Source: an optimization exercise on an open RTL-to-GDS flow (aim: small area, a short achievable clock period and few clock cycles per item). Production flows keep margins and buffers that such runs may drop. Only simulation tests tie the RTL to the original design; equivalence was not proved. Power is estimated from default activity; no workload was simulated.

### flow/config.mk
export PLATFORM = sky130hd
export DESIGN_NAME = obb_top
export DESIGN_NICKNAME = obb_top
export VERILOG_FILES = /design/flow/design.v
export SDC_FILE = /design/flow/constraint.sdc
export NUM_CORES = 4
export LEC_CHECK = 0
export CAP_MARGIN = 20
export CORE_MARGIN = 2
export CORE_UTILIZATION = 40
export SLEW_MARGIN = 20
### flow/constraint.sdc
create_clock -name core_clock -period 12.0 [get_ports {clk}]
set_input_delay 2.4000 -clock core_clock [delete_from_list [all_inputs] [get_ports {clk}]]
set_output_delay 2.4000 -clock core_clock [all_outputs]
set_load 0.01 [all_outputs]
### flow/design.v
`timescale 1ns/1ps
module obb_decode (
    input  logic         clk,
    input  logic         rst,
    input  logic         wb_cyc,
    input  logic         wb_stb,
    input  logic         wb_we,
    input  logic [5:0]   wb_adr,
    input  logic [31:0]  wb_dat_i,
    output logic         wb_ack,
    output logic [31:0]  wb_dat_o,
    output logic [479:0] pts,            
    output logic [143:0] axes,           
    output logic [2:0]   set,            
    input  logic [167:0] cache,          
    input  logic         fin,            
    output logic         bus_pt,         
    output logic [2:0]   bus_idx,
    input  logic [59:0]  lane_pt         
);
    logic        ack;
    logic        slow;                   
    logic [4:0]  radr;                   
    logic [31:0] sdata;
    logic        busy;
    logic        done;
    logic        acc;
    logic        wr;
    logic        start;
    logic [31:0] wd;
    logic [31:0] rdata;
    logic [31:0] rdata_q;
    logic [29:0] pt  [0:15];
    logic [15:0] ax  [0:8];
    logic [27:0] pub [0:5];              
    assign acc   = wb_cyc && wb_stb && !ack && !slow;
    assign wr    = acc && wb_we && !busy;             
    assign start = wr && wb_adr == 6'h19 && wb_dat_i[0];
    assign wd    = rst ? 32'd0 : wb_dat_i;            
    always_ff @(posedge clk) begin
        for (int i = 0; i < 16; i++) begin
            if (rst || (wr && wb_adr == 6'(i))) begin
                pt[i] <= wd[29:0];
            end
        end
        for (int k = 0; k < 9; k++) begin
            if (rst || (wr && wb_adr == 6'(16 + k))) begin
                ax[k] <= wd[15:0];
            end
        end
    end
    always_comb begin
        for (int a = 0; a < 3; a++) begin
            set[a] = wr && (wb_adr[5:4] == 2'b00 ||
                            wb_adr == 6'(16 + 3*a) || wb_adr == 6'(17 + 3*a) || wb_adr == 6'(18 + 3*a));
        end
    end
    always_comb begin
        for (int i = 0; i < 16; i++) begin
            pts[30*i +: 30] = pt[i];
        end
        for (int a = 0; a < 3; a++) begin
            axes[48*a +: 48] = {ax[3*a+2], ax[3*a+1], ax[3*a]};
        end
    end
    always_ff @(posedge clk) begin
        if (rst) begin
            ack  <= 1'b0;
            slow <= 1'b0;
            busy <= 1'b0;
            done <= 1'b0;
        end else begin
            slow <= acc && !wb_we && wb_adr < 6'h19;
            ack  <= (acc && !(!wb_we && wb_adr < 6'h19)) || slow;
            if (start) begin
                busy <= 1'b1;
                done <= 1'b0;
            end else if (busy && fin) begin
                busy <= 1'b0;
                done <= 1'b1;
            end
        end
    end
    always_ff @(posedge clk) begin
        if (busy && fin) begin
            for (int a = 0; a < 3; a++) begin
                pub[2*a]   <= cache[56*a + 28 +: 28];
                pub[2*a+1] <= cache[56*a +: 28];
            end
        end
    end
    always_ff @(posedge clk) begin
        radr <= wb_adr[4:0];
    end
    assign bus_pt  = slow && !radr[4];
    assign bus_idx = radr[2:0];
    always_comb begin
        sdata = '0;
        if (!radr[4]) begin
            sdata = {2'b00, radr[3] ? lane_pt[59:30] : lane_pt[29:0]};
        end else if (radr[3:0] < 4'd9) begin
            sdata = {{16{ax[radr[3:0]][15]}}, ax[radr[3:0]]};
        end
    end
    logic       sel_st;
    logic       sel_res;
    logic [27:0] res;
    assign sel_st  = wb_adr == 6'h1A;
    assign sel_res = wb_adr[5:3] == 3'b100 && wb_adr[2:1] != 2'b11;
    always_comb begin
        case (wb_adr[2:0])
            3'd0:    res = pub[0];
            3'd1:    res = pub[1];
            3'd2:    res = pub[2];
            3'd3:    res = pub[3];
            3'd4:    res = pub[4];
            default: res = pub[5];
        endcase
    end
    always_comb begin
        rdata    = sel_res ? {{4{res[27]}}, res} : 32'd0;
        rdata[0] = rdata[0] || (sel_st && busy && !fin);
        rdata[1] = rdata[1] || (sel_st && (done || (busy && fin)));
    end
    always_ff @(posedge clk) begin
        rdata_q <= rdata | (slow ? sdata : 32'd0);
    end
    assign wb_ack   = ack;
    assign wb_dat_o = rdata_q;
endmodule
`timescale 1ns/1ps
module obb_execute (
    input  logic         clk,
    input  logic         rst,
    input  logic [479:0] pts,            
    input  logic [143:0] axes,           
    input  logic [2:0]   set,            
    output logic [167:0] cache,          
    output logic         fin,            
    input  logic         bus_pt,         
    input  logic [2:0]   bus_idx,
    output logic [59:0]  lane_pt         
);
    localparam int NL = 2;                       
    localparam int NC = (16 + NL - 1) / NL;      
    localparam int IW = 3;                       
    logic [2:0]  dirty;
    logic [2:0]  pend;
    logic        rd_act;
    logic [1:0]  rd_ax;
    logic [IW-1:0] rd_idx;
    logic        rd_last;
    logic        abort;
    logic        pick;
    logic [1:0]  pick_ax;
    logic        s1_v, s1_first, s1_last;
    logic [1:0]  s1_ax;
    logic [44:0] s1_dg [0:NL-1];         
    logic [47:0] s1_axis;
    logic [53:0] s1_t;                   
    logic        s2_v, s2_first, s2_last;
    logic [1:0]  s2_ax;
    logic [83:0] s2_cs [0:NL-1];         
    logic        s3_v, s3_first, s3_last;
    logic [1:0]  s3_ax;
    logic signed [27:0] s3_p [0:NL-1];
    logic        s4_last;
    logic [1:0]  s4_ax;
    logic signed [27:0] wmin, wmax;
    logic [55:0] cache_q [0:2];
    assign rd_last = rd_act && rd_idx == IW'(NC - 1) && !bus_pt;
    assign abort   = rd_act && set[rd_ax];           
    assign pend    = dirty | set;
    assign pick    = (!rd_act || rd_last || abort) && pend != 3'b000;
    assign pick_ax = pend[0] ? 2'd0 : pend[1] ? 2'd1 : 2'd2;
    always_ff @(posedge clk) begin
        if (rst) begin
            dirty  <= 3'b111;
            rd_act <= 1'b0;
            rd_ax  <= 2'd0;
            rd_idx <= '0;
        end else if (pick) begin
            dirty  <= pend & ~(3'b001 << pick_ax);
            rd_act <= 1'b1;
            rd_ax  <= pick_ax;
            rd_idx <= '0;
        end else begin
            dirty <= pend;
            if (rd_last) begin
                rd_act <= 1'b0;
            end
            if (!bus_pt) begin
                rd_idx <= rd_idx + 1'b1;
            end
        end
    end
    always_ff @(posedge clk) begin
        if (rst) begin
            s1_v <= 1'b0;
        end else begin
            s1_v <= rd_act && !bus_pt;
        end
        s1_first <= rd_idx == '0;
        s1_last  <= rd_idx == IW'(NC - 1);
        s1_ax    <= rd_ax;
        s1_dg[0] <= {digits(lane_pt[29:20]), digits(lane_pt[19:10]), digits(lane_pt[9:0])};
        s1_dg[1] <= {digits(lane_pt[59:50]), digits(lane_pt[49:40]), digits(lane_pt[39:30])};
        s1_axis  <= axis;
        for (int c = 0; c < 3; c++) begin
            s1_t[18*c +: 18] <= {{2{axis[16*c+15]}}, axis[16*c +: 16]} + {axis[16*c+15], axis[16*c +: 16], 1'b0};
        end
    end
    logic [47:0] axis;
    assign axis = rd_ax == 2'd0 ? axes[47:0] : rd_ax == 2'd1 ? axes[95:48] : axes[143:96];
    function automatic logic [14:0] digits(input logic [9:0] v);
        logic [4:0] e1, e2, e3;
        for (int j = 0; j < 4; j++) begin
            e1[j] = !v[2*j+1] && v[2*j];
            e2[j] = v[2*j+1] && !v[2*j];
            e3[j] = v[2*j+1] && v[2*j];
        end
        e1[4] = !v[9] && v[8];
        e2[4] = v[9] && v[8];
        e3[4] = v[9] && !v[8];
        digits = {e3, e2, e1};
    endfunction
    logic [2:0] sel;
    assign sel = bus_pt ? bus_idx : rd_idx;
    always_comb begin
        for (int j = 0; j < 2; j++) begin
            lane_pt[30*j +: 30] = '0;
            for (int c = 0; c < 8; c++) begin
                if (sel == 3'(c)) begin
                    lane_pt[30*j +: 30] = pts[30 * (8*j + c) +: 30];
                end
            end
        end
    end
    for (genvar j = 0; j < NL; j++) begin : g_lane
        logic [83:0] cs;
        obb_dot i_obb_dot (
            .xs1 (s1_dg[j][4:0]),
            .xs2 (s1_dg[j][9:5]),
            .xs3 (s1_dg[j][14:10]),
            .ys1 (s1_dg[j][19:15]),
            .ys2 (s1_dg[j][24:20]),
            .ys3 (s1_dg[j][29:25]),
            .zs1 (s1_dg[j][34:30]),
            .zs2 (s1_dg[j][39:35]),
            .zs3 (s1_dg[j][44:40]),
            .ax  (s1_axis[15:0]),
            .ay  (s1_axis[31:16]),
            .az  (s1_axis[47:32]),
            .tx  (s1_t[17:0]),
            .ty  (s1_t[35:18]),
            .tz  (s1_t[53:36]),
            .s   (cs)
        );
        always_ff @(posedge clk) begin
            s2_cs[j] <= cs;
        end
    end
    always_ff @(posedge clk) begin
        if (rst) begin
            s2_v <= 1'b0;
        end else begin
            s2_v <= s1_v;
        end
        s2_first <= s1_first;
        s2_last  <= s1_last;
        s2_ax    <= s1_ax;
    end
    always_ff @(posedge clk) begin
        if (rst) begin
            s3_v <= 1'b0;
        end else begin
            s3_v <= s2_v;
        end
        s3_first <= s2_first;
        s3_last  <= s2_last;
        s3_ax    <= s2_ax;
        s3_p[0]  <= s2_cs[0][27:0] + s2_cs[0][55:28] + s2_cs[0][83:56];
        s3_p[1]  <= s2_cs[1][27:0] + s2_cs[1][55:28] + s2_cs[1][83:56];
    end
    logic c01, l0, l1, g0, g1;
    assign c01 = s3_p[0] < s3_p[1];
    assign l0  = s3_p[0] < wmin;
    assign l1  = s3_p[1] < wmin;
    assign g0  = s3_p[0] > wmax;
    assign g1  = s3_p[1] > wmax;
    always_ff @(posedge clk) begin
        if (rst) begin
            s4_last <= 1'b0;
        end else begin
            s4_last <= s3_v && s3_last;
        end
        s4_ax <= s3_ax;
        if (s3_v && (s3_first || (c01 ? l0 : l1))) begin
            wmin <= c01 ? s3_p[0] : s3_p[1];
        end
        if (s3_v && (s3_first || (c01 ? g1 : g0))) begin
            wmax <= c01 ? s3_p[1] : s3_p[0];
        end
    end
    logic signed [28:0] sum, dif;
    assign sum = wmax + wmin;
    assign dif = wmax - wmin;
    always_ff @(posedge clk) begin
        for (int a = 0; a < 3; a++) begin
            if (s4_last && s4_ax == 2'(a)) begin
                cache_q[a] <= {sum[28:1], dif[28:1]};    
            end
        end
    end
    always_comb begin
        for (int a = 0; a < 3; a++) begin
            cache[56*a +: 56] = cache_q[a];
        end
    end
    assign fin = dirty == 3'b000 && !rd_act && !s1_v && !s2_v && !s3_v && !s4_last;
endmodule
`timescale 1ns/1ps
module obb_dot (
    input  logic [4:0]  xs1,
    input  logic [4:0]  xs2,
    input  logic [4:0]  xs3,
    input  logic [4:0]  ys1,
    input  logic [4:0]  ys2,
    input  logic [4:0]  ys3,
    input  logic [4:0]  zs1,
    input  logic [4:0]  zs2,
    input  logic [4:0]  zs3,
    input  logic [15:0] ax,
    input  logic [15:0] ay,
    input  logic [15:0] az,
    input  logic [17:0] tx,
    input  logic [17:0] ty,
    input  logic [17:0] tz,
    output logic [83:0] s
);
    logic [15:0] nax;
    logic [17:0] r_x0;
    logic [17:0] r_x1;
    logic [17:0] r_x2;
    logic [17:0] r_x3;
    logic [16:0] r_x4;
    logic [15:0] nay;
    logic [17:0] r_y0;
    logic [17:0] r_y1;
    logic [17:0] r_y2;
    logic [17:0] r_y3;
    logic [16:0] r_y4;
    logic [15:0] naz;
    logic [17:0] r_z0;
    logic [17:0] r_z1;
    logic [17:0] r_z2;
    logic [17:0] r_z3;
    logic [16:0] r_z4;
    logic s1, c2;
    logic s3, c4;
    logic s5, c6;
    logic s7, c8;
    logic s9, c10;
    logic s11, c12;
    logic s13, c14;
    logic s15, c16;
    logic s17, c18;
    logic s19, c20;
    logic s21, c22;
    logic s23, c24;
    logic s25, c26;
    logic s27, c28;
    logic s29, c30;
    logic s31, c32;
    logic s33, c34;
    logic s35, c36;
    logic s37, c38;
    logic s39, c40;
    logic s41, c42;
    logic s43, c44;
    logic s45, c46;
    logic s47, c48;
    logic s49, c50;
    logic s51, c52;
    logic s53, c54;
    logic s55, c56;
    logic s57, c58;
    logic s59, c60;
    logic s61, c62;
    logic s63, c64;
    logic s65, c66;
    logic s67, c68;
    logic s69, c70;
    logic s71, c72;
    logic s73, c74;
    logic s75, c76;
    logic s77, c78;
    logic s79, c80;
    logic s81, c82;
    logic s83, c84;
    logic s85, c86;
    logic s87, c88;
    logic s89, c90;
    logic s91, c92;
    logic s93, c94;
    logic s95, c96;
    logic s97, c98;
    logic s99, c100;
    logic s101, c102;
    logic s103, c104;
    logic s105, c106;
    logic s107, c108;
    logic s109, c110;
    logic s111, c112;
    logic s113, c114;
    logic s115, c116;
    logic s117, c118;
    logic s119, c120;
    logic s121, c122;
    logic s123, c124;
    logic s125, c126;
    logic s127, c128;
    logic s129, c130;
    logic s131, c132;
    logic s133, c134;
    logic s135, c136;
    logic s137, c138;
    logic s139, c140;
    logic s141, c142;
    logic s143, c144;
    logic s145, c146;
    logic s147, c148;
    logic s149, c150;
    logic s151, c152;
    logic s153, c154;
    logic s155, c156;
    logic s157, c158;
    logic s159, c160;
    logic s161, c162;
    logic s163, c164;
    logic s165, c166;
    logic s167, c168;
    logic s169, c170;
    logic s171, c172;
    logic s173, c174;
    logic s175, c176;
    logic s177, c178;
    logic s179, c180;
    logic s181, c182;
    logic s183, c184;
    logic s185, c186;
    logic s187, c188;
    logic s189, c190;
    logic s191, c192;
    logic s193, c194;
    logic s195, c196;
    logic s197, c198;
    logic s199, c200;
    logic s201, c202;
    logic s203, c204;
    logic s205, c206;
    logic s207, c208;
    logic s209, c210;
    logic s211, c212;
    logic s213, c214;
    logic s215, c216;
    logic s217, c218;
    logic s219, c220;
    logic s221, c222;
    logic s223, c224;
    logic s225, c226;
    logic s227, c228;
    logic s229, c230;
    logic s231, c232;
    logic s233, c234;
    logic s235, c236;
    logic s237, c238;
    logic s239, c240;
    logic s241, c242;
    logic s243, c244;
    logic s245, c246;
    logic s247, c248;
    logic s249, c250;
    logic s251, c252;
    logic s253, c254;
    logic s255, c256;
    logic s257, c258;
    logic s259, c260;
    logic s261, c262;
    logic s263, c264;
    logic s265, c266;
    logic s267, c268;
    logic s269, c270;
    logic s271, c272;
    logic s273, c274;
    logic s275, c276;
    logic s277, c278;
    logic s279, c280;
    logic s281, c282;
    logic s283, c284;
    logic s285, c286;
    logic s287, c288;
    logic s289, c290;
    logic s291, c292;
    logic s293, c294;
    logic s295, c296;
    logic s297, c298;
    logic s299, c300;
    logic s301, c302;
    logic s303, c304;
    logic s305, c306;
    logic s307, c308;
    logic s309, c310;
    logic s311, c312;
    logic s313, c314;
    logic s315, c316;
    logic s317, c318;
    logic s319, c320;
    logic s321, c322;
    logic s323, c324;
    logic s325, c326;
    logic s327, c328;
    logic s329, c330;
    logic s331, c332;
    logic s333, c334;
    logic s335, c336;
    logic s337, c338;
    logic s339, c340;
    logic s341, c342;
    logic s343, c344;
    logic s345, c346;
    logic s347, c348;
    logic s349, c350;
    logic s351, c352;
    logic s353, c354;
    logic s355, c356;
    logic s357, c358;
    logic s359, c360;
    logic s361, c362;
    logic s363, c364;
    logic s365, c366;
    logic s367, c368;
    logic s369, c370;
    logic s371, c372;
    logic s373, c374;
    logic s375, c376;
    logic s377, c378;
    logic s379, c380;
    logic s381, c382;
    logic s383, c384;
    logic s385, c386;
    logic s387, c388;
    logic s389, c390;
    logic s391, c392;
    logic s393, c394;
    logic s395, c396;
    logic s397, c398;
    logic s399, c400;
    logic s401, c402;
    logic s403, c404;
    logic s405, c406;
    logic s407, c408;
    logic s409, c410;
    logic s411, c412;
    logic s413, c414;
    logic s415, c416;
    logic s417, c418;
    logic s419, c420;
    logic s421, c422;
    logic s423, c424;
    assign nax = ~ax;
    assign r_x0 = ({18{xs1[0]}} & {{2{ax[15]}}, ax}) | ({18{xs2[0]}} & {ax[15], ax, 1'b0}) | ({18{xs3[0]}} & tx);
    assign r_x1 = ({18{xs1[1]}} & {{2{ax[15]}}, ax}) | ({18{xs2[1]}} & {ax[15], ax, 1'b0}) | ({18{xs3[1]}} & tx);
    assign r_x2 = ({18{xs1[2]}} & {{2{ax[15]}}, ax}) | ({18{xs2[2]}} & {ax[15], ax, 1'b0}) | ({18{xs3[2]}} & tx);
    assign r_x3 = ({18{xs1[3]}} & {{2{ax[15]}}, ax}) | ({18{xs2[3]}} & {ax[15], ax, 1'b0}) | ({18{xs3[3]}} & tx);
    assign r_x4 = ({17{xs1[4]}} & {ax[15], ax}) | ({17{xs2[4]}} & {nax[15], nax}) | ({17{xs3[4]}} & {nax, 1'b1});
    assign nay = ~ay;
    assign r_y0 = ({18{ys1[0]}} & {{2{ay[15]}}, ay}) | ({18{ys2[0]}} & {ay[15], ay, 1'b0}) | ({18{ys3[0]}} & ty);
    assign r_y1 = ({18{ys1[1]}} & {{2{ay[15]}}, ay}) | ({18{ys2[1]}} & {ay[15], ay, 1'b0}) | ({18{ys3[1]}} & ty);
    assign r_y2 = ({18{ys1[2]}} & {{2{ay[15]}}, ay}) | ({18{ys2[2]}} & {ay[15], ay, 1'b0}) | ({18{ys3[2]}} & ty);
    assign r_y3 = ({18{ys1[3]}} & {{2{ay[15]}}, ay}) | ({18{ys2[3]}} & {ay[15], ay, 1'b0}) | ({18{ys3[3]}} & ty);
    assign r_y4 = ({17{ys1[4]}} & {ay[15], ay}) | ({17{ys2[4]}} & {nay[15], nay}) | ({17{ys3[4]}} & {nay, 1'b1});
    assign naz = ~az;
    assign r_z0 = ({18{zs1[0]}} & {{2{az[15]}}, az}) | ({18{zs2[0]}} & {az[15], az, 1'b0}) | ({18{zs3[0]}} & tz);
    assign r_z1 = ({18{zs1[1]}} & {{2{az[15]}}, az}) | ({18{zs2[1]}} & {az[15], az, 1'b0}) | ({18{zs3[1]}} & tz);
    assign r_z2 = ({18{zs1[2]}} & {{2{az[15]}}, az}) | ({18{zs2[2]}} & {az[15], az, 1'b0}) | ({18{zs3[2]}} & tz);
    assign r_z3 = ({18{zs1[3]}} & {{2{az[15]}}, az}) | ({18{zs2[3]}} & {az[15], az, 1'b0}) | ({18{zs3[3]}} & tz);
    assign r_z4 = ({17{zs1[4]}} & {az[15], az}) | ({17{zs2[4]}} & {naz[15], naz}) | ({17{zs3[4]}} & {naz, 1'b1});
    assign s1 = r_x0[8] ^ r_x1[6] ^ r_x2[4];
    assign c2 = (r_x0[8] & r_x1[6]) | (r_x0[8] & r_x2[4]) | (r_x1[6] & r_x2[4]);
    assign s3 = r_x3[2] ^ r_x4[0] ^ (xs2[4] | xs3[4]);
    assign c4 = (r_x3[2] & r_x4[0]) | (r_x3[2] & (xs2[4] | xs3[4])) | (r_x4[0] & (xs2[4] | xs3[4]));
    assign s5 = r_y0[8] ^ r_y1[6];
    assign c6 = r_y0[8] & r_y1[6];
    assign s7 = r_x0[9] ^ r_x1[7] ^ r_x2[5];
    assign c8 = (r_x0[9] & r_x1[7]) | (r_x0[9] & r_x2[5]) | (r_x1[7] & r_x2[5]);
    assign s9 = r_x3[3] ^ r_x4[1] ^ r_y0[9];
    assign c10 = (r_x3[3] & r_x4[1]) | (r_x3[3] & r_y0[9]) | (r_x4[1] & r_y0[9]);
    assign s11 = r_y1[7] ^ r_y2[5];
    assign c12 = r_y1[7] & r_y2[5];
    assign s13 = r_x0[10] ^ r_x1[8] ^ r_x2[6];
    assign c14 = (r_x0[10] & r_x1[8]) | (r_x0[10] & r_x2[6]) | (r_x1[8] & r_x2[6]);
    assign s15 = r_x3[4] ^ r_x4[2] ^ r_y0[10];
    assign c16 = (r_x3[4] & r_x4[2]) | (r_x3[4] & r_y0[10]) | (r_x4[2] & r_y0[10]);
    assign s17 = r_y1[8] ^ r_y2[6];
    assign c18 = r_y1[8] & r_y2[6];
    assign s19 = r_x0[11] ^ r_x1[9] ^ r_x2[7];
    assign c20 = (r_x0[11] & r_x1[9]) | (r_x0[11] & r_x2[7]) | (r_x1[9] & r_x2[7]);
    assign s21 = r_x3[5] ^ r_x4[3] ^ r_y0[11];
    assign c22 = (r_x3[5] & r_x4[3]) | (r_x3[5] & r_y0[11]) | (r_x4[3] & r_y0[11]);
    assign s23 = r_y1[9] ^ r_y2[7];
    assign c24 = r_y1[9] & r_y2[7];
    assign s25 = r_x0[12] ^ r_x1[10] ^ r_x2[8];
    assign c26 = (r_x0[12] & r_x1[10]) | (r_x0[12] & r_x2[8]) | (r_x1[10] & r_x2[8]);
    assign s27 = r_x3[6] ^ r_x4[4] ^ r_y0[12];
    assign c28 = (r_x3[6] & r_x4[4]) | (r_x3[6] & r_y0[12]) | (r_x4[4] & r_y0[12]);
    assign s29 = r_y1[10] ^ r_y2[8];
    assign c30 = r_y1[10] & r_y2[8];
    assign s31 = r_x0[13] ^ r_x1[11] ^ r_x2[9];
    assign c32 = (r_x0[13] & r_x1[11]) | (r_x0[13] & r_x2[9]) | (r_x1[11] & r_x2[9]);
    assign s33 = r_x3[7] ^ r_x4[5] ^ r_y0[13];
    assign c34 = (r_x3[7] & r_x4[5]) | (r_x3[7] & r_y0[13]) | (r_x4[5] & r_y0[13]);
    assign s35 = r_y1[11] ^ r_y2[9];
    assign c36 = r_y1[11] & r_y2[9];
    assign s37 = r_x0[14] ^ r_x1[12] ^ r_x2[10];
    assign c38 = (r_x0[14] & r_x1[12]) | (r_x0[14] & r_x2[10]) | (r_x1[12] & r_x2[10]);
    assign s39 = r_x3[8] ^ r_x4[6] ^ r_y0[14];
    assign c40 = (r_x3[8] & r_x4[6]) | (r_x3[8] & r_y0[14]) | (r_x4[6] & r_y0[14]);
    assign s41 = r_y1[12] ^ r_y2[10];
    assign c42 = r_y1[12] & r_y2[10];
    assign s43 = r_x0[15] ^ r_x1[13] ^ r_x2[11];
    assign c44 = (r_x0[15] & r_x1[13]) | (r_x0[15] & r_x2[11]) | (r_x1[13] & r_x2[11]);
    assign s45 = r_x3[9] ^ r_x4[7] ^ r_y0[15];
    assign c46 = (r_x3[9] & r_x4[7]) | (r_x3[9] & r_y0[15]) | (r_x4[7] & r_y0[15]);
    assign s47 = r_y1[13] ^ r_y2[11];
    assign c48 = r_y1[13] & r_y2[11];
    assign s49 = r_x0[16] ^ r_x1[14] ^ r_x2[12];
    assign c50 = (r_x0[16] & r_x1[14]) | (r_x0[16] & r_x2[12]) | (r_x1[14] & r_x2[12]);
    assign s51 = r_x3[10] ^ r_x4[8] ^ r_y0[16];
    assign c52 = (r_x3[10] & r_x4[8]) | (r_x3[10] & r_y0[16]) | (r_x4[8] & r_y0[16]);
    assign s53 = r_y1[14] ^ r_y2[12];
    assign c54 = r_y1[14] & r_y2[12];
    assign s55 = ~r_x0[17] ^ r_x1[15] ^ r_x2[13];
    assign c56 = (~r_x0[17] & r_x1[15]) | (~r_x0[17] & r_x2[13]) | (r_x1[15] & r_x2[13]);
    assign s57 = r_x3[11] ^ r_x4[9] ^ ~r_y0[17];
    assign c58 = (r_x3[11] & r_x4[9]) | (r_x3[11] & ~r_y0[17]) | (r_x4[9] & ~r_y0[17]);
    assign s59 = r_y1[15] ^ r_y2[13] ^ r_y3[11];
    assign c60 = (r_y1[15] & r_y2[13]) | (r_y1[15] & r_y3[11]) | (r_y2[13] & r_y3[11]);
    assign s61 = r_x1[16] ^ r_x2[14] ^ r_x3[12];
    assign c62 = (r_x1[16] & r_x2[14]) | (r_x1[16] & r_x3[12]) | (r_x2[14] & r_x3[12]);
    assign s63 = r_x0[6] ^ r_x1[4] ^ r_x2[2];
    assign c64 = (r_x0[6] & r_x1[4]) | (r_x0[6] & r_x2[2]) | (r_x1[4] & r_x2[2]);
    assign s65 = r_x3[0] ^ r_y0[6];
    assign c66 = r_x3[0] & r_y0[6];
    assign s67 = r_x0[7] ^ r_x1[5] ^ r_x2[3];
    assign c68 = (r_x0[7] & r_x1[5]) | (r_x0[7] & r_x2[3]) | (r_x1[5] & r_x2[3]);
    assign s69 = r_x3[1] ^ r_y0[7] ^ r_y1[5];
    assign c70 = (r_x3[1] & r_y0[7]) | (r_x3[1] & r_y1[5]) | (r_y0[7] & r_y1[5]);
    assign s71 = r_y2[3] ^ r_y3[1];
    assign c72 = r_y2[3] & r_y3[1];
    assign s73 = r_y2[4] ^ r_y3[2] ^ r_y4[0];
    assign c74 = (r_y2[4] & r_y3[2]) | (r_y2[4] & r_y4[0]) | (r_y3[2] & r_y4[0]);
    assign s75 = (ys2[4] | ys3[4]) ^ r_z0[8] ^ r_z1[6];
    assign c76 = ((ys2[4] | ys3[4]) & r_z0[8]) | ((ys2[4] | ys3[4]) & r_z1[6]) | (r_z0[8] & r_z1[6]);
    assign s77 = r_z2[4] ^ r_z3[2] ^ r_z4[0];
    assign c78 = (r_z2[4] & r_z3[2]) | (r_z2[4] & r_z4[0]) | (r_z3[2] & r_z4[0]);
    assign s79 = (zs2[4] | zs3[4]) ^ s1;
    assign c80 = (zs2[4] | zs3[4]) & s1;
    assign s81 = r_y3[3] ^ r_y4[1] ^ r_z0[9];
    assign c82 = (r_y3[3] & r_y4[1]) | (r_y3[3] & r_z0[9]) | (r_y4[1] & r_z0[9]);
    assign s83 = r_z1[7] ^ r_z2[5] ^ r_z3[3];
    assign c84 = (r_z1[7] & r_z2[5]) | (r_z1[7] & r_z3[3]) | (r_z2[5] & r_z3[3]);
    assign s85 = r_z4[1] ^ s7 ^ s9;
    assign c86 = (r_z4[1] & s7) | (r_z4[1] & s9) | (s7 & s9);
    assign s87 = s11 ^ c2 ^ c4;
    assign c88 = (s11 & c2) | (s11 & c4) | (c2 & c4);
    assign s89 = r_y3[4] ^ r_y4[2] ^ r_z0[10];
    assign c90 = (r_y3[4] & r_y4[2]) | (r_y3[4] & r_z0[10]) | (r_y4[2] & r_z0[10]);
    assign s91 = r_z1[8] ^ r_z2[6] ^ r_z3[4];
    assign c92 = (r_z1[8] & r_z2[6]) | (r_z1[8] & r_z3[4]) | (r_z2[6] & r_z3[4]);
    assign s93 = r_z4[2] ^ s13 ^ s15;
    assign c94 = (r_z4[2] & s13) | (r_z4[2] & s15) | (s13 & s15);
    assign s95 = s17 ^ c8 ^ c10;
    assign c96 = (s17 & c8) | (s17 & c10) | (c8 & c10);
    assign s97 = r_y3[5] ^ r_y4[3] ^ r_z0[11];
    assign c98 = (r_y3[5] & r_y4[3]) | (r_y3[5] & r_z0[11]) | (r_y4[3] & r_z0[11]);
    assign s99 = r_z1[9] ^ r_z2[7] ^ r_z3[5];
    assign c100 = (r_z1[9] & r_z2[7]) | (r_z1[9] & r_z3[5]) | (r_z2[7] & r_z3[5]);
    assign s101 = r_z4[3] ^ s19 ^ s21;
    assign c102 = (r_z4[3] & s19) | (r_z4[3] & s21) | (s19 & s21);
    assign s103 = s23 ^ c14 ^ c16;
    assign c104 = (s23 & c14) | (s23 & c16) | (c14 & c16);
    assign s105 = r_y3[6] ^ r_y4[4] ^ r_z0[12];
    assign c106 = (r_y3[6] & r_y4[4]) | (r_y3[6] & r_z0[12]) | (r_y4[4] & r_z0[12]);
    assign s107 = r_z1[10] ^ r_z2[8] ^ r_z3[6];
    assign c108 = (r_z1[10] & r_z2[8]) | (r_z1[10] & r_z3[6]) | (r_z2[8] & r_z3[6]);
    assign s109 = r_z4[4] ^ s25 ^ s27;
    assign c110 = (r_z4[4] & s25) | (r_z4[4] & s27) | (s25 & s27);
    assign s111 = s29 ^ c20 ^ c22;
    assign c112 = (s29 & c20) | (s29 & c22) | (c20 & c22);
    assign s113 = r_y3[7] ^ r_y4[5] ^ r_z0[13];
    assign c114 = (r_y3[7] & r_y4[5]) | (r_y3[7] & r_z0[13]) | (r_y4[5] & r_z0[13]);
    assign s115 = r_z1[11] ^ r_z2[9] ^ r_z3[7];
    assign c116 = (r_z1[11] & r_z2[9]) | (r_z1[11] & r_z3[7]) | (r_z2[9] & r_z3[7]);
    assign s117 = r_z4[5] ^ s31 ^ s33;
    assign c118 = (r_z4[5] & s31) | (r_z4[5] & s33) | (s31 & s33);
    assign s119 = s35 ^ c26 ^ c28;
    assign c120 = (s35 & c26) | (s35 & c28) | (c26 & c28);
    assign s121 = r_y3[8] ^ r_y4[6] ^ r_z0[14];
    assign c122 = (r_y3[8] & r_y4[6]) | (r_y3[8] & r_z0[14]) | (r_y4[6] & r_z0[14]);
    assign s123 = r_z1[12] ^ r_z2[10] ^ r_z3[8];
    assign c124 = (r_z1[12] & r_z2[10]) | (r_z1[12] & r_z3[8]) | (r_z2[10] & r_z3[8]);
    assign s125 = r_z4[6] ^ s37 ^ s39;
    assign c126 = (r_z4[6] & s37) | (r_z4[6] & s39) | (s37 & s39);
    assign s127 = s41 ^ c32 ^ c34;
    assign c128 = (s41 & c32) | (s41 & c34) | (c32 & c34);
    assign s129 = r_y3[9] ^ r_y4[7] ^ r_z0[15];
    assign c130 = (r_y3[9] & r_y4[7]) | (r_y3[9] & r_z0[15]) | (r_y4[7] & r_z0[15]);
    assign s131 = r_z1[13] ^ r_z2[11] ^ r_z3[9];
    assign c132 = (r_z1[13] & r_z2[11]) | (r_z1[13] & r_z3[9]) | (r_z2[11] & r_z3[9]);
    assign s133 = r_z4[7] ^ s43 ^ s45;
    assign c134 = (r_z4[7] & s43) | (r_z4[7] & s45) | (s43 & s45);
    assign s135 = s47 ^ c38 ^ c40;
    assign c136 = (s47 & c38) | (s47 & c40) | (c38 & c40);
    assign s137 = r_y3[10] ^ r_y4[8] ^ r_z0[16];
    assign c138 = (r_y3[10] & r_y4[8]) | (r_y3[10] & r_z0[16]) | (r_y4[8] & r_z0[16]);
    assign s139 = r_z1[14] ^ r_z2[12] ^ r_z3[10];
    assign c140 = (r_z1[14] & r_z2[12]) | (r_z1[14] & r_z3[10]) | (r_z2[12] & r_z3[10]);
    assign s141 = r_z4[8] ^ s49 ^ s51;
    assign c142 = (r_z4[8] & s49) | (r_z4[8] & s51) | (s49 & s51);
    assign s143 = s53 ^ c44 ^ c46;
    assign c144 = (s53 & c44) | (s53 & c46) | (c44 & c46);
    assign s145 = r_y4[9] ^ ~r_z0[17] ^ r_z1[15];
    assign c146 = (r_y4[9] & ~r_z0[17]) | (r_y4[9] & r_z1[15]) | (~r_z0[17] & r_z1[15]);
    assign s147 = r_z2[13] ^ r_z3[11] ^ r_z4[9];
    assign c148 = (r_z2[13] & r_z3[11]) | (r_z2[13] & r_z4[9]) | (r_z3[11] & r_z4[9]);
    assign s149 = 1'b1 ^ s55 ^ s57;
    assign c150 = (1'b1 & s55) | (1'b1 & s57) | (s55 & s57);
    assign s151 = s59 ^ c50 ^ c52;
    assign c152 = (s59 & c50) | (s59 & c52) | (c50 & c52);
    assign s153 = r_x4[10] ^ r_y1[16] ^ r_y2[14];
    assign c154 = (r_x4[10] & r_y1[16]) | (r_x4[10] & r_y2[14]) | (r_y1[16] & r_y2[14]);
    assign s155 = r_y3[12] ^ r_y4[10] ^ r_z1[16];
    assign c156 = (r_y3[12] & r_y4[10]) | (r_y3[12] & r_z1[16]) | (r_y4[10] & r_z1[16]);
    assign s157 = r_z2[14] ^ r_z3[12] ^ r_z4[10];
    assign c158 = (r_z2[14] & r_z3[12]) | (r_z2[14] & r_z4[10]) | (r_z3[12] & r_z4[10]);
    assign s159 = s61 ^ c56 ^ c58;
    assign c160 = (s61 & c56) | (s61 & c58) | (c56 & c58);
    assign s161 = ~r_x1[17] ^ r_x2[15] ^ r_x3[13];
    assign c162 = (~r_x1[17] & r_x2[15]) | (~r_x1[17] & r_x3[13]) | (r_x2[15] & r_x3[13]);
    assign s163 = r_x4[11] ^ ~r_y1[17] ^ r_y2[15];
    assign c164 = (r_x4[11] & ~r_y1[17]) | (r_x4[11] & r_y2[15]) | (~r_y1[17] & r_y2[15]);
    assign s165 = r_y3[13] ^ r_y4[11] ^ ~r_z1[17];
    assign c166 = (r_y3[13] & r_y4[11]) | (r_y3[13] & ~r_z1[17]) | (r_y4[11] & ~r_z1[17]);
    assign s167 = r_z2[15] ^ r_z3[13] ^ r_z4[11];
    assign c168 = (r_z2[15] & r_z3[13]) | (r_z2[15] & r_z4[11]) | (r_z3[13] & r_z4[11]);
    assign s169 = r_x2[16] ^ r_x3[14] ^ r_x4[12];
    assign c170 = (r_x2[16] & r_x3[14]) | (r_x2[16] & r_x4[12]) | (r_x3[14] & r_x4[12]);
    assign s171 = r_y2[16] ^ r_y3[14] ^ r_y4[12];
    assign c172 = (r_y2[16] & r_y3[14]) | (r_y2[16] & r_y4[12]) | (r_y3[14] & r_y4[12]);
    assign s173 = ~r_x2[17] ^ r_x3[15] ^ r_x4[13];
    assign c174 = (~r_x2[17] & r_x3[15]) | (~r_x2[17] & r_x4[13]) | (r_x3[15] & r_x4[13]);
    assign s175 = r_x0[4] ^ r_x1[2] ^ r_x2[0];
    assign c176 = (r_x0[4] & r_x1[2]) | (r_x0[4] & r_x2[0]) | (r_x1[2] & r_x2[0]);
    assign s177 = r_y0[4] ^ r_y1[2];
    assign c178 = r_y0[4] & r_y1[2];
    assign s179 = r_x0[5] ^ r_x1[3] ^ r_x2[1];
    assign c180 = (r_x0[5] & r_x1[3]) | (r_x0[5] & r_x2[1]) | (r_x1[3] & r_x2[1]);
    assign s181 = r_y0[5] ^ r_y1[3] ^ r_y2[1];
    assign c182 = (r_y0[5] & r_y1[3]) | (r_y0[5] & r_y2[1]) | (r_y1[3] & r_y2[1]);
    assign s183 = r_z0[5] ^ r_z1[3];
    assign c184 = r_z0[5] & r_z1[3];
    assign s185 = r_y1[4] ^ r_y2[2] ^ r_y3[0];
    assign c186 = (r_y1[4] & r_y2[2]) | (r_y1[4] & r_y3[0]) | (r_y2[2] & r_y3[0]);
    assign s187 = r_z0[6] ^ r_z1[4] ^ r_z2[2];
    assign c188 = (r_z0[6] & r_z1[4]) | (r_z0[6] & r_z2[2]) | (r_z1[4] & r_z2[2]);
    assign s189 = r_z3[0] ^ s63 ^ s65;
    assign c190 = (r_z3[0] & s63) | (r_z3[0] & s65) | (s63 & s65);
    assign s191 = r_z0[7] ^ r_z1[5] ^ r_z2[3];
    assign c192 = (r_z0[7] & r_z1[5]) | (r_z0[7] & r_z2[3]) | (r_z1[5] & r_z2[3]);
    assign s193 = r_z3[1] ^ s67 ^ s69;
    assign c194 = (r_z3[1] & s67) | (r_z3[1] & s69) | (s67 & s69);
    assign s195 = s71 ^ c64 ^ c66;
    assign c196 = (s71 & c64) | (s71 & c66) | (c64 & c66);
    assign s197 = s3 ^ s5 ^ s73;
    assign c198 = (s3 & s5) | (s3 & s73) | (s5 & s73);
    assign s199 = s75 ^ s77 ^ s79;
    assign c200 = (s75 & s77) | (s75 & s79) | (s77 & s79);
    assign s201 = c68 ^ c70 ^ c72;
    assign c202 = (c68 & c70) | (c68 & c72) | (c70 & c72);
    assign s203 = c6 ^ s81 ^ s83;
    assign c204 = (c6 & s81) | (c6 & s83) | (s81 & s83);
    assign s205 = s85 ^ s87 ^ c74;
    assign c206 = (s85 & s87) | (s85 & c74) | (s87 & c74);
    assign s207 = c76 ^ c78 ^ c80;
    assign c208 = (c76 & c78) | (c76 & c80) | (c78 & c80);
    assign s209 = c12 ^ s89 ^ s91;
    assign c210 = (c12 & s89) | (c12 & s91) | (s89 & s91);
    assign s211 = s93 ^ s95 ^ c82;
    assign c212 = (s93 & s95) | (s93 & c82) | (s95 & c82);
    assign s213 = c84 ^ c86 ^ c88;
    assign c214 = (c84 & c86) | (c84 & c88) | (c86 & c88);
    assign s215 = c18 ^ s97 ^ s99;
    assign c216 = (c18 & s97) | (c18 & s99) | (s97 & s99);
    assign s217 = s101 ^ s103 ^ c90;
    assign c218 = (s101 & s103) | (s101 & c90) | (s103 & c90);
    assign s219 = c92 ^ c94 ^ c96;
    assign c220 = (c92 & c94) | (c92 & c96) | (c94 & c96);
    assign s221 = c24 ^ s105 ^ s107;
    assign c222 = (c24 & s105) | (c24 & s107) | (s105 & s107);
    assign s223 = s109 ^ s111 ^ c98;
    assign c224 = (s109 & s111) | (s109 & c98) | (s111 & c98);
    assign s225 = c100 ^ c102 ^ c104;
    assign c226 = (c100 & c102) | (c100 & c104) | (c102 & c104);
    assign s227 = c30 ^ s113 ^ s115;
    assign c228 = (c30 & s113) | (c30 & s115) | (s113 & s115);
    assign s229 = s117 ^ s119 ^ c106;
    assign c230 = (s117 & s119) | (s117 & c106) | (s119 & c106);
    assign s231 = c108 ^ c110 ^ c112;
    assign c232 = (c108 & c110) | (c108 & c112) | (c110 & c112);
    assign s233 = c36 ^ s121 ^ s123;
    assign c234 = (c36 & s121) | (c36 & s123) | (s121 & s123);
    assign s235 = s125 ^ s127 ^ c114;
    assign c236 = (s125 & s127) | (s125 & c114) | (s127 & c114);
    assign s237 = c116 ^ c118 ^ c120;
    assign c238 = (c116 & c118) | (c116 & c120) | (c118 & c120);
    assign s239 = c42 ^ s129 ^ s131;
    assign c240 = (c42 & s129) | (c42 & s131) | (s129 & s131);
    assign s241 = s133 ^ s135 ^ c122;
    assign c242 = (s133 & s135) | (s133 & c122) | (s135 & c122);
    assign s243 = c124 ^ c126 ^ c128;
    assign c244 = (c124 & c126) | (c124 & c128) | (c126 & c128);
    assign s245 = c48 ^ s137 ^ s139;
    assign c246 = (c48 & s137) | (c48 & s139) | (s137 & s139);
    assign s247 = s141 ^ s143 ^ c130;
    assign c248 = (s141 & s143) | (s141 & c130) | (s143 & c130);
    assign s249 = c132 ^ c134 ^ c136;
    assign c250 = (c132 & c134) | (c132 & c136) | (c134 & c136);
    assign s251 = c54 ^ s145 ^ s147;
    assign c252 = (c54 & s145) | (c54 & s147) | (s145 & s147);
    assign s253 = s149 ^ s151 ^ c138;
    assign c254 = (s149 & s151) | (s149 & c138) | (s151 & c138);
    assign s255 = c140 ^ c142 ^ c144;
    assign c256 = (c140 & c142) | (c140 & c144) | (c142 & c144);
    assign s257 = c60 ^ s153 ^ s155;
    assign c258 = (c60 & s153) | (c60 & s155) | (s153 & s155);
    assign s259 = s157 ^ s159 ^ c146;
    assign c260 = (s157 & s159) | (s157 & c146) | (s159 & c146);
    assign s261 = c148 ^ c150 ^ c152;
    assign c262 = (c148 & c150) | (c148 & c152) | (c150 & c152);
    assign s263 = c62 ^ s161 ^ s163;
    assign c264 = (c62 & s161) | (c62 & s163) | (s161 & s163);
    assign s265 = s165 ^ s167 ^ c154;
    assign c266 = (s165 & s167) | (s165 & c154) | (s167 & c154);
    assign s267 = c156 ^ c158 ^ c160;
    assign c268 = (c156 & c158) | (c156 & c160) | (c158 & c160);
    assign s269 = r_z2[16] ^ r_z3[14] ^ r_z4[12];
    assign c270 = (r_z2[16] & r_z3[14]) | (r_z2[16] & r_z4[12]) | (r_z3[14] & r_z4[12]);
    assign s271 = s169 ^ s171 ^ c162;
    assign c272 = (s169 & s171) | (s169 & c162) | (s171 & c162);
    assign s273 = c164 ^ c166 ^ c168;
    assign c274 = (c164 & c166) | (c164 & c168) | (c166 & c168);
    assign s275 = ~r_y2[17] ^ r_y3[15] ^ r_y4[13];
    assign c276 = (~r_y2[17] & r_y3[15]) | (~r_y2[17] & r_y4[13]) | (r_y3[15] & r_y4[13]);
    assign s277 = ~r_z2[17] ^ r_z3[15] ^ r_z4[13];
    assign c278 = (~r_z2[17] & r_z3[15]) | (~r_z2[17] & r_z4[13]) | (r_z3[15] & r_z4[13]);
    assign s279 = s173 ^ c170 ^ c172;
    assign c280 = (s173 & c170) | (s173 & c172) | (c170 & c172);
    assign s281 = r_x3[16] ^ r_x4[14] ^ r_y3[16];
    assign c282 = (r_x3[16] & r_x4[14]) | (r_x3[16] & r_y3[16]) | (r_x4[14] & r_y3[16]);
    assign s283 = r_y4[14] ^ r_z3[16] ^ r_z4[14];
    assign c284 = (r_y4[14] & r_z3[16]) | (r_y4[14] & r_z4[14]) | (r_z3[16] & r_z4[14]);
    assign s285 = ~r_x3[17] ^ r_x4[15] ^ ~r_y3[17];
    assign c286 = (~r_x3[17] & r_x4[15]) | (~r_x3[17] & ~r_y3[17]) | (r_x4[15] & ~r_y3[17]);
    assign s287 = r_x0[2] ^ r_x1[0] ^ r_y0[2];
    assign c288 = (r_x0[2] & r_x1[0]) | (r_x0[2] & r_y0[2]) | (r_x1[0] & r_y0[2]);
    assign s289 = r_x0[3] ^ r_x1[1] ^ r_y0[3];
    assign c290 = (r_x0[3] & r_x1[1]) | (r_x0[3] & r_y0[3]) | (r_x1[1] & r_y0[3]);
    assign s291 = r_y1[1] ^ r_z0[3];
    assign c292 = r_y1[1] & r_z0[3];
    assign s293 = r_y2[0] ^ r_z0[4] ^ r_z1[2];
    assign c294 = (r_y2[0] & r_z0[4]) | (r_y2[0] & r_z1[2]) | (r_z0[4] & r_z1[2]);
    assign s295 = r_z2[0] ^ s175 ^ s177;
    assign c296 = (r_z2[0] & s175) | (r_z2[0] & s177) | (s175 & s177);
    assign s297 = r_z2[1] ^ s179 ^ s181;
    assign c298 = (r_z2[1] & s179) | (r_z2[1] & s181) | (s179 & s181);
    assign s299 = s183 ^ c176 ^ c178;
    assign c300 = (s183 & c176) | (s183 & c178) | (c176 & c178);
    assign s301 = s185 ^ s187 ^ s189;
    assign c302 = (s185 & s187) | (s185 & s189) | (s187 & s189);
    assign s303 = c180 ^ c182 ^ c184;
    assign c304 = (c180 & c182) | (c180 & c184) | (c182 & c184);
    assign s305 = s191 ^ s193 ^ s195;
    assign c306 = (s191 & s193) | (s191 & s195) | (s193 & s195);
    assign s307 = c186 ^ c188 ^ c190;
    assign c308 = (c186 & c188) | (c186 & c190) | (c188 & c190);
    assign s309 = s197 ^ s199 ^ s201;
    assign c310 = (s197 & s199) | (s197 & s201) | (s199 & s201);
    assign s311 = c192 ^ c194 ^ c196;
    assign c312 = (c192 & c194) | (c192 & c196) | (c194 & c196);
    assign s313 = s203 ^ s205 ^ s207;
    assign c314 = (s203 & s205) | (s203 & s207) | (s205 & s207);
    assign s315 = c198 ^ c200 ^ c202;
    assign c316 = (c198 & c200) | (c198 & c202) | (c200 & c202);
    assign s317 = s209 ^ s211 ^ s213;
    assign c318 = (s209 & s211) | (s209 & s213) | (s211 & s213);
    assign s319 = c204 ^ c206 ^ c208;
    assign c320 = (c204 & c206) | (c204 & c208) | (c206 & c208);
    assign s321 = s215 ^ s217 ^ s219;
    assign c322 = (s215 & s217) | (s215 & s219) | (s217 & s219);
    assign s323 = c210 ^ c212 ^ c214;
    assign c324 = (c210 & c212) | (c210 & c214) | (c212 & c214);
    assign s325 = s221 ^ s223 ^ s225;
    assign c326 = (s221 & s223) | (s221 & s225) | (s223 & s225);
    assign s327 = c216 ^ c218 ^ c220;
    assign c328 = (c216 & c218) | (c216 & c220) | (c218 & c220);
    assign s329 = s227 ^ s229 ^ s231;
    assign c330 = (s227 & s229) | (s227 & s231) | (s229 & s231);
    assign s331 = c222 ^ c224 ^ c226;
    assign c332 = (c222 & c224) | (c222 & c226) | (c224 & c226);
    assign s333 = s233 ^ s235 ^ s237;
    assign c334 = (s233 & s235) | (s233 & s237) | (s235 & s237);
    assign s335 = c228 ^ c230 ^ c232;
    assign c336 = (c228 & c230) | (c228 & c232) | (c230 & c232);
    assign s337 = s239 ^ s241 ^ s243;
    assign c338 = (s239 & s241) | (s239 & s243) | (s241 & s243);
    assign s339 = c234 ^ c236 ^ c238;
    assign c340 = (c234 & c236) | (c234 & c238) | (c236 & c238);
    assign s341 = s245 ^ s247 ^ s249;
    assign c342 = (s245 & s247) | (s245 & s249) | (s247 & s249);
    assign s343 = c240 ^ c242 ^ c244;
    assign c344 = (c240 & c242) | (c240 & c244) | (c242 & c244);
    assign s345 = s251 ^ s253 ^ s255;
    assign c346 = (s251 & s253) | (s251 & s255) | (s253 & s255);
    assign s347 = c246 ^ c248 ^ c250;
    assign c348 = (c246 & c248) | (c246 & c250) | (c248 & c250);
    assign s349 = s257 ^ s259 ^ s261;
    assign c350 = (s257 & s259) | (s257 & s261) | (s259 & s261);
    assign s351 = c252 ^ c254 ^ c256;
    assign c352 = (c252 & c254) | (c252 & c256) | (c254 & c256);
    assign s353 = s263 ^ s265 ^ s267;
    assign c354 = (s263 & s265) | (s263 & s267) | (s265 & s267);
    assign s355 = c258 ^ c260 ^ c262;
    assign c356 = (c258 & c260) | (c258 & c262) | (c260 & c262);
    assign s357 = s269 ^ s271 ^ s273;
    assign c358 = (s269 & s271) | (s269 & s273) | (s271 & s273);
    assign s359 = c264 ^ c266 ^ c268;
    assign c360 = (c264 & c266) | (c264 & c268) | (c266 & c268);
    assign s361 = s275 ^ s277 ^ s279;
    assign c362 = (s275 & s277) | (s275 & s279) | (s277 & s279);
    assign s363 = c270 ^ c272 ^ c274;
    assign c364 = (c270 & c272) | (c270 & c274) | (c272 & c274);
    assign s365 = c174 ^ s281 ^ s283;
    assign c366 = (c174 & s281) | (c174 & s283) | (s281 & s283);
    assign s367 = c276 ^ c278 ^ c280;
    assign c368 = (c276 & c278) | (c276 & c280) | (c278 & c280);
    assign s369 = r_y4[15] ^ ~r_z3[17] ^ r_z4[15];
    assign c370 = (r_y4[15] & ~r_z3[17]) | (r_y4[15] & r_z4[15]) | (~r_z3[17] & r_z4[15]);
    assign s371 = s285 ^ c282 ^ c284;
    assign c372 = (s285 & c282) | (s285 & c284) | (c282 & c284);
    assign s373 = ~r_x4[16] ^ ~r_y4[16] ^ ~r_z4[16];
    assign c374 = (~r_x4[16] & ~r_y4[16]) | (~r_x4[16] & ~r_z4[16]) | (~r_y4[16] & ~r_z4[16]);
    assign s375 = 1'b1 ^ c286;
    assign c376 = 1'b1 & c286;
    assign s377 = r_y1[0] ^ r_z0[2];
    assign c378 = r_y1[0] & r_z0[2];
    assign s379 = r_z1[1] ^ s289 ^ s291;
    assign c380 = (r_z1[1] & s289) | (r_z1[1] & s291) | (s289 & s291);
    assign s381 = s293 ^ s295 ^ c290;
    assign c382 = (s293 & s295) | (s293 & c290) | (s295 & c290);
    assign s383 = s297 ^ s299 ^ c294;
    assign c384 = (s297 & s299) | (s297 & c294) | (s299 & c294);
    assign s385 = s301 ^ s303 ^ c298;
    assign c386 = (s301 & s303) | (s301 & c298) | (s303 & c298);
    assign s387 = s305 ^ s307 ^ c302;
    assign c388 = (s305 & s307) | (s305 & c302) | (s307 & c302);
    assign s389 = s309 ^ s311 ^ c306;
    assign c390 = (s309 & s311) | (s309 & c306) | (s311 & c306);
    assign s391 = s313 ^ s315 ^ c310;
    assign c392 = (s313 & s315) | (s313 & c310) | (s315 & c310);
    assign s393 = s317 ^ s319 ^ c314;
    assign c394 = (s317 & s319) | (s317 & c314) | (s319 & c314);
    assign s395 = s321 ^ s323 ^ c318;
    assign c396 = (s321 & s323) | (s321 & c318) | (s323 & c318);
    assign s397 = s325 ^ s327 ^ c322;
    assign c398 = (s325 & s327) | (s325 & c322) | (s327 & c322);
    assign s399 = s329 ^ s331 ^ c326;
    assign c400 = (s329 & s331) | (s329 & c326) | (s331 & c326);
    assign s401 = s333 ^ s335 ^ c330;
    assign c402 = (s333 & s335) | (s333 & c330) | (s335 & c330);
    assign s403 = s337 ^ s339 ^ c334;
    assign c404 = (s337 & s339) | (s337 & c334) | (s339 & c334);
    assign s405 = s341 ^ s343 ^ c338;
    assign c406 = (s341 & s343) | (s341 & c338) | (s343 & c338);
    assign s407 = s345 ^ s347 ^ c342;
    assign c408 = (s345 & s347) | (s345 & c342) | (s347 & c342);
    assign s409 = s349 ^ s351 ^ c346;
    assign c410 = (s349 & s351) | (s349 & c346) | (s351 & c346);
    assign s411 = s353 ^ s355 ^ c350;
    assign c412 = (s353 & s355) | (s353 & c350) | (s355 & c350);
    assign s413 = s357 ^ s359 ^ c354;
    assign c414 = (s357 & s359) | (s357 & c354) | (s359 & c354);
    assign s415 = s361 ^ s363 ^ c358;
    assign c416 = (s361 & s363) | (s361 & c358) | (s363 & c358);
    assign s417 = s365 ^ s367 ^ c362;
    assign c418 = (s365 & s367) | (s365 & c362) | (s367 & c362);
    assign s419 = s369 ^ s371 ^ c366;
    assign c420 = (s369 & s371) | (s369 & c366) | (s371 & c366);
    assign s421 = s373 ^ s375 ^ c370;
    assign c422 = (s373 & s375) | (s373 & c370) | (s375 & c370);
    assign s423 = 1'b1 ^ c374;
    assign c424 = 1'b1 & c374;
    assign s[27:0] = {1'b1, c424, c376, c372, c368, c364, c360, c356, c352, c348, c344, c340, c336, c332, c328, c324, c320, c316, c312, c308, c304, c300, c296, c292, c288, r_z1[0], r_x0[1], r_x0[0]};
    assign s[55:28] = {1'b0, 1'b0, s423, s421, s419, s417, s415, s413, s411, s409, s407, s405, s403, s401, s399, s397, s395, s393, s391, s389, s387, s385, s383, s381, s379, s287, r_y0[1], r_y0[0]};
    assign s[83:56] = {1'b0, 1'b0, c422, c420, c418, c416, c414, c412, c410, c408, c406, c404, c402, c400, c398, c396, c394, c392, c390, c388, c386, c384, c382, c380, c378, s377, r_z0[1], r_z0[0]};
endmodule
`timescale 1ns/1ps
module obb_top (
    input  logic        clk,
    input  logic        rst,
    input  logic        wb_cyc,
    input  logic        wb_stb,
    input  logic        wb_we,
    input  logic [5:0]  wb_adr,
    input  logic [31:0] wb_dat_i,
    output logic        wb_ack,
    output logic [31:0] wb_dat_o
);
    logic [479:0] pts;
    logic [143:0] axes;
    logic [2:0]   set;
    logic [167:0] cache;
    logic         fin;
    logic         bus_pt;
    logic [2:0]   bus_idx;
    logic [59:0]  lane_pt;
    obb_decode i_obb_decode (
        .clk      (clk),
        .rst      (rst),
        .wb_cyc   (wb_cyc),
        .wb_stb   (wb_stb),
        .wb_we    (wb_we),
        .wb_adr   (wb_adr),
        .wb_dat_i (wb_dat_i),
        .wb_ack   (wb_ack),
        .wb_dat_o (wb_dat_o),
        .pts      (pts),
        .axes     (axes),
        .set      (set),
        .cache    (cache),
        .fin      (fin),
        .bus_pt   (bus_pt),
        .bus_idx  (bus_idx),
        .lane_pt  (lane_pt)
    );
    obb_execute i_obb_execute (
        .clk   (clk),
        .rst   (rst),
        .pts   (pts),
        .axes  (axes),
        .set   (set),
        .cache (cache),
        .fin     (fin),
        .bus_pt  (bus_pt),
        .bus_idx (bus_idx),
        .lane_pt (lane_pt)
    );
endmodule
### flow/run.sh
#!/bin/bash
# synth_recipe.tcl (not shown) runs the flow's synth.tcl, then flattens the netlist and writes it again
# the make line also repeats each setting of config.mk as NAME=value (left out here)
make -C /OpenROAD-flow-scripts/flow DESIGN_CONFIG=/design/flow/config.mk WORK_HOME=/design/flow/orfs CLKGATE_MAP_FILE= SYNTH_SCRIPT=/design/flow/synth_recipe.tcl finish
==> results.cfg <==
[place]
dp_cells = 8903
dp_hpwl_um = 180000
placed_area_sq_um = 81500
place_congestion = 0.983
port_buffers = 73
pre_cts_ws_ps = 5980

[yosys]
synthArstFlopShare_pct = 0
syn_avg_cell_area_sq_um = 11.8
yosysTopAreaCell = edfxtp_1
synth_area_leaders = edfxtp_1, dfxtp_1, fa_1
synth_cell_types = 99
yosysSeqAreaShare_pct = 50.9
synth_nets = 7446
yosysWarnings = 13
syn_inst = 6633
synth_edf_count = 1016
syn_area_sq_um = 78300
yosys_register_bits = 1483
synth_ff_type = edfxtp_1
synth.top_cell.area_share_pct = 39.0

[grt]
use_met1_pct = 33.0
grt_pass1_vias = 53200
met3_usage_pct = 5.40
busiest_layer = met2
grt.total_usage_pct = 25.0
grt_max_degree = 102
use_met2_pct = 39.8
grt_pass1_wl_um = 366000
antenna_found_initial = 9
grt_overflow = 0

[worst_setup_path]
crit_type = reg2reg
arrival_ps = 6260
worstSetupEndpointType = register
crit_fanout = 37
crit_chain = buf_4, nor2b_2, mux2_4, buf_4, buf_4, a311oi_1, o22ai_1, mux2i_1, o21ai_0, o21ai_0
crit_path_start_kind = register
slowest_stage = o22ai_1
worstPathRequired_ps = 12630
cpMostUsedCell = buf_4
cp_slowest_stage_delay_ps = 910

[clock_tree]
h-tree-depth = 4
postCtsSetupRepairBufs = 0
ctsHoldBuffers = 0
cts_buffer_depth = 3
tritoncts = done
cts-root-buf = clkbuf_16
clock_latency_ps = 820
cts_resized = 0
path_clk_slew_ps = 60
cts_num_sinks = 1483
cts_buffers = 160

[sta]
setup_viol = 0
fin_tns_setup_ps = 0
fmax_mhz = 178
fin_crit_sh_pct = 46.9
clock_skew_ps = 46.9
worst_pin_slew_ps = 1240
maxSlewViolCount = 0
maxSlewHeadroom_pct = 16.8
whs_ps = 327
setup_ws_ps = 6370
min_period_ps = 5630
rsz0062_at_grt = no
hold_viol = 0

[power_and_ir_drop]
power.leakage_nw = 34.6
switching_share_pct = 42.6
peakVddDrop_mv = 0.253
internal_power_mw = 14.9
fin_total_pwr_mw = 26.0
pwr-share-comb_pct = 51.2
switching_power_mw = 11.1
p_seq_share_pct = 29.4
p_clk_share_pct = 19.4
powerDensity_nw_per_um2 = 298

[floorplanning]
rows = 162
die_w_um = 446
core-area_sq_um = 195000
die_h_um = 446
design.die.area_sq_um = 199000
io_pins = 76
start_util_pct = 40.2

[final_layout]
finish.utilization_pct = 44.7
drive_gt1_share_pct = 8.69
fin_nets = 7339
area_growth_pct = 11.2
fin_area_sq_um = 87000
fill_cells = 17800
layout.cells.non_filler = 9206

[routing]
drc_errors = 0
finalWirelength_um = 253000
drt_iter0_drc = 8556
first_pass_iters = 15
wl_per_cell_um = 27.5
viasPerCell = 5.91
route.vias.total = 54400
ant_nets = 0

[worst_hold_path]
hp-class = reg2reg

[status]
status = complete, no violations

[flow_run]
maxCapViolCount = 0
## layer usage
layer | part of all wire (%) | vias up
li1 | - | 23800
met1 | 40 | 27000
met2 | 46 | 3092
met3 | 10 | 573
met4 | 4.7 | 2
met5 | 0.0051 | -
## worst paths after layout
kind	start	end	slack, ps	depth (start not counted)
max reg2reg	i_obb_decode.radr[4]	i_obb_decode.rdata_q[24]	6370	10
min	i_obb_execute.s1_last	i_obb_execute.s2_last	330	0
min reg2reg	i_obb_execute.s1_last	i_obb_execute.s2_last	330	0
max	i_obb_decode.radr[4]	i_obb_decode.rdata_q[24]	6370	10
## placed cells by master, fill, tap and decap left out, types with 17 or more instances in the layout
cell	netlist	final
xor2_1	35	35
inv_1	786	786
ha_1	325	325
clkinv_1	2	26
clkinv_2	0	20
a22oi_1	38	38
a221o_1	18	18
edfxtp_1	1016	1016
o21ai_1	24	35
a21o_1	82	82
mux2i_1	120	119
clkdlybuf4s50_1	0	69
o31a_1	21	21
and2_1	25	25
o21a_1	35	35
nand3_1	58	58
nor2b_1	106	94
fa_1	445	445
or2_2	17	17
a221oi_1	54	54
xnor2_1	90	90
clkbuf_1	400	34
o21ai_0	329	316
nand2b_1	39	39
nor2_1	244	242
mux4_2	20	20
and3_1	59	58
buf_4	10	144
nand2_1	572	572
a31oi_1	31	31
o21bai_1	43	19
nand4_1	25	25
clkbuf_16	0	166
mux2_2	49	47
o22ai_1	71	70
a222oi_1	360	360
dfxtp_1	467	463
a311oi_1	76	76
a21oi_1	245	245
nor3_1	27	22
## registers in the layout (all words and copies together) (netlist names), 56 cells and up
| register | count |
|---|---|
| i_obb_execute.s3_p | 56 |
| i_obb_execute.cache_q | 168 |
| i_obb_execute.s2_cs | 158 |
| i_obb_decode.pt | 480 |
| i_obb_execute.s1_dg | 90 |
| i_obb_decode.ax | 144 |
| i_obb_decode.pub | 168 |
## cells in the mapped netlist (106+ instances only)
library cell and number:
a21oi_1 245, a222oi_1 360, clkbuf_1 400, dfxtp_1 467, edfxtp_1 1016, fa_1 445, ha_1 325, inv_1 786
mux2i_1 120, nand2_1 572, nor2_1 244, nor2b_1 106, o21ai_0 329
## critical path, delay by kind of cell, from the launching register on
kind,cells,cell delay (ps)
flip-flops,1,300
multiplexers,2,940
AND/OR/NAND/NOR,1,570
AO/OA/AOI/OAI,4,2150
buffers and inverters,3,1350
## final cells by class
| type | instances | area, sq um | share of cell area (%) |
|---|---|---|---|
| timing repair buffer | 224 | 1880 | 2.16 |
| sequential | 1483 | 39900 | 45.8 |
| tap | 2542 | 3180 | 3.66 |
| clock buffer | 211 | 4420 | 5.08 |
| antenna | 3 | 7.51 | 0.00863 |
| clock inverter | 86 | 986 | 1.13 |
| inverter | 788 | 2960 | 3.40 |
| multi-input combinational | 3869 | 33700 | 38.7 |
## power by group through the flow
stage	combinational [mW]	clock (mW)	sequential (mW)
detailed placement	13.1	0	7.71
floorplan	8.60	0	6.99
CTS	13.2	5.11	7.60
global route	14.8	5.31	7.69
finish	13.3	5.03	7.64
global placement	12.9	0	7.69
## logic make-up (layout without fill, tap and decap cells)
kind of cell | count (synthesis) | in the layout | share of synthesized area (%)
buf+inv | 1281 | 1309 | 6.41
flops | 1483 | 1483 | 50.9
mux | 194 | 194 | 2.94
compound gates | 1551 | 1551 | 14.6
xor+xnor | 125 | 125 | 1.40
fa+ha+maj | 770 | 770 | 16.6
simple gates | 1229 | 1229 | 7.15
other cells | 0 | 3 | 0
Testbench counts, summed over its fixed seeds: cycles 7,168, jobs 128.

-- separate check: timing with driven ports --
The flow's constraints put no driver on any port. The routed layout listed below was extracted and timed again, unchanged, in two steps.
Step 1, drivers: a clkbuf_16 drives clk and a buf_2 each remaining input, both assumed.
Step 2 adds t to the input delays and takes it off the output delays; t is the mean of the earliest and latest rising clock arrival at the registers after step 1. Input paths then give back, and output paths get back, about the clock's delay inside the block.
a / b / c = ideal / step 1 / step 2; a / b = the first two.
t (ns): 0.883
slack for setup (ns): 6.367 / 6.367 / 5.913
worst hold slack (ns): 0.327 / 0.327 / 0.327
clock arrival spread, ns: 0.053 / 0.053
worst slew at a driven data input, ns: 0.11
After both steps setup and hold are still met in this run. The setup slack of this run moves by 0.000 ns with the drivers and by -0.454 ns with both steps.
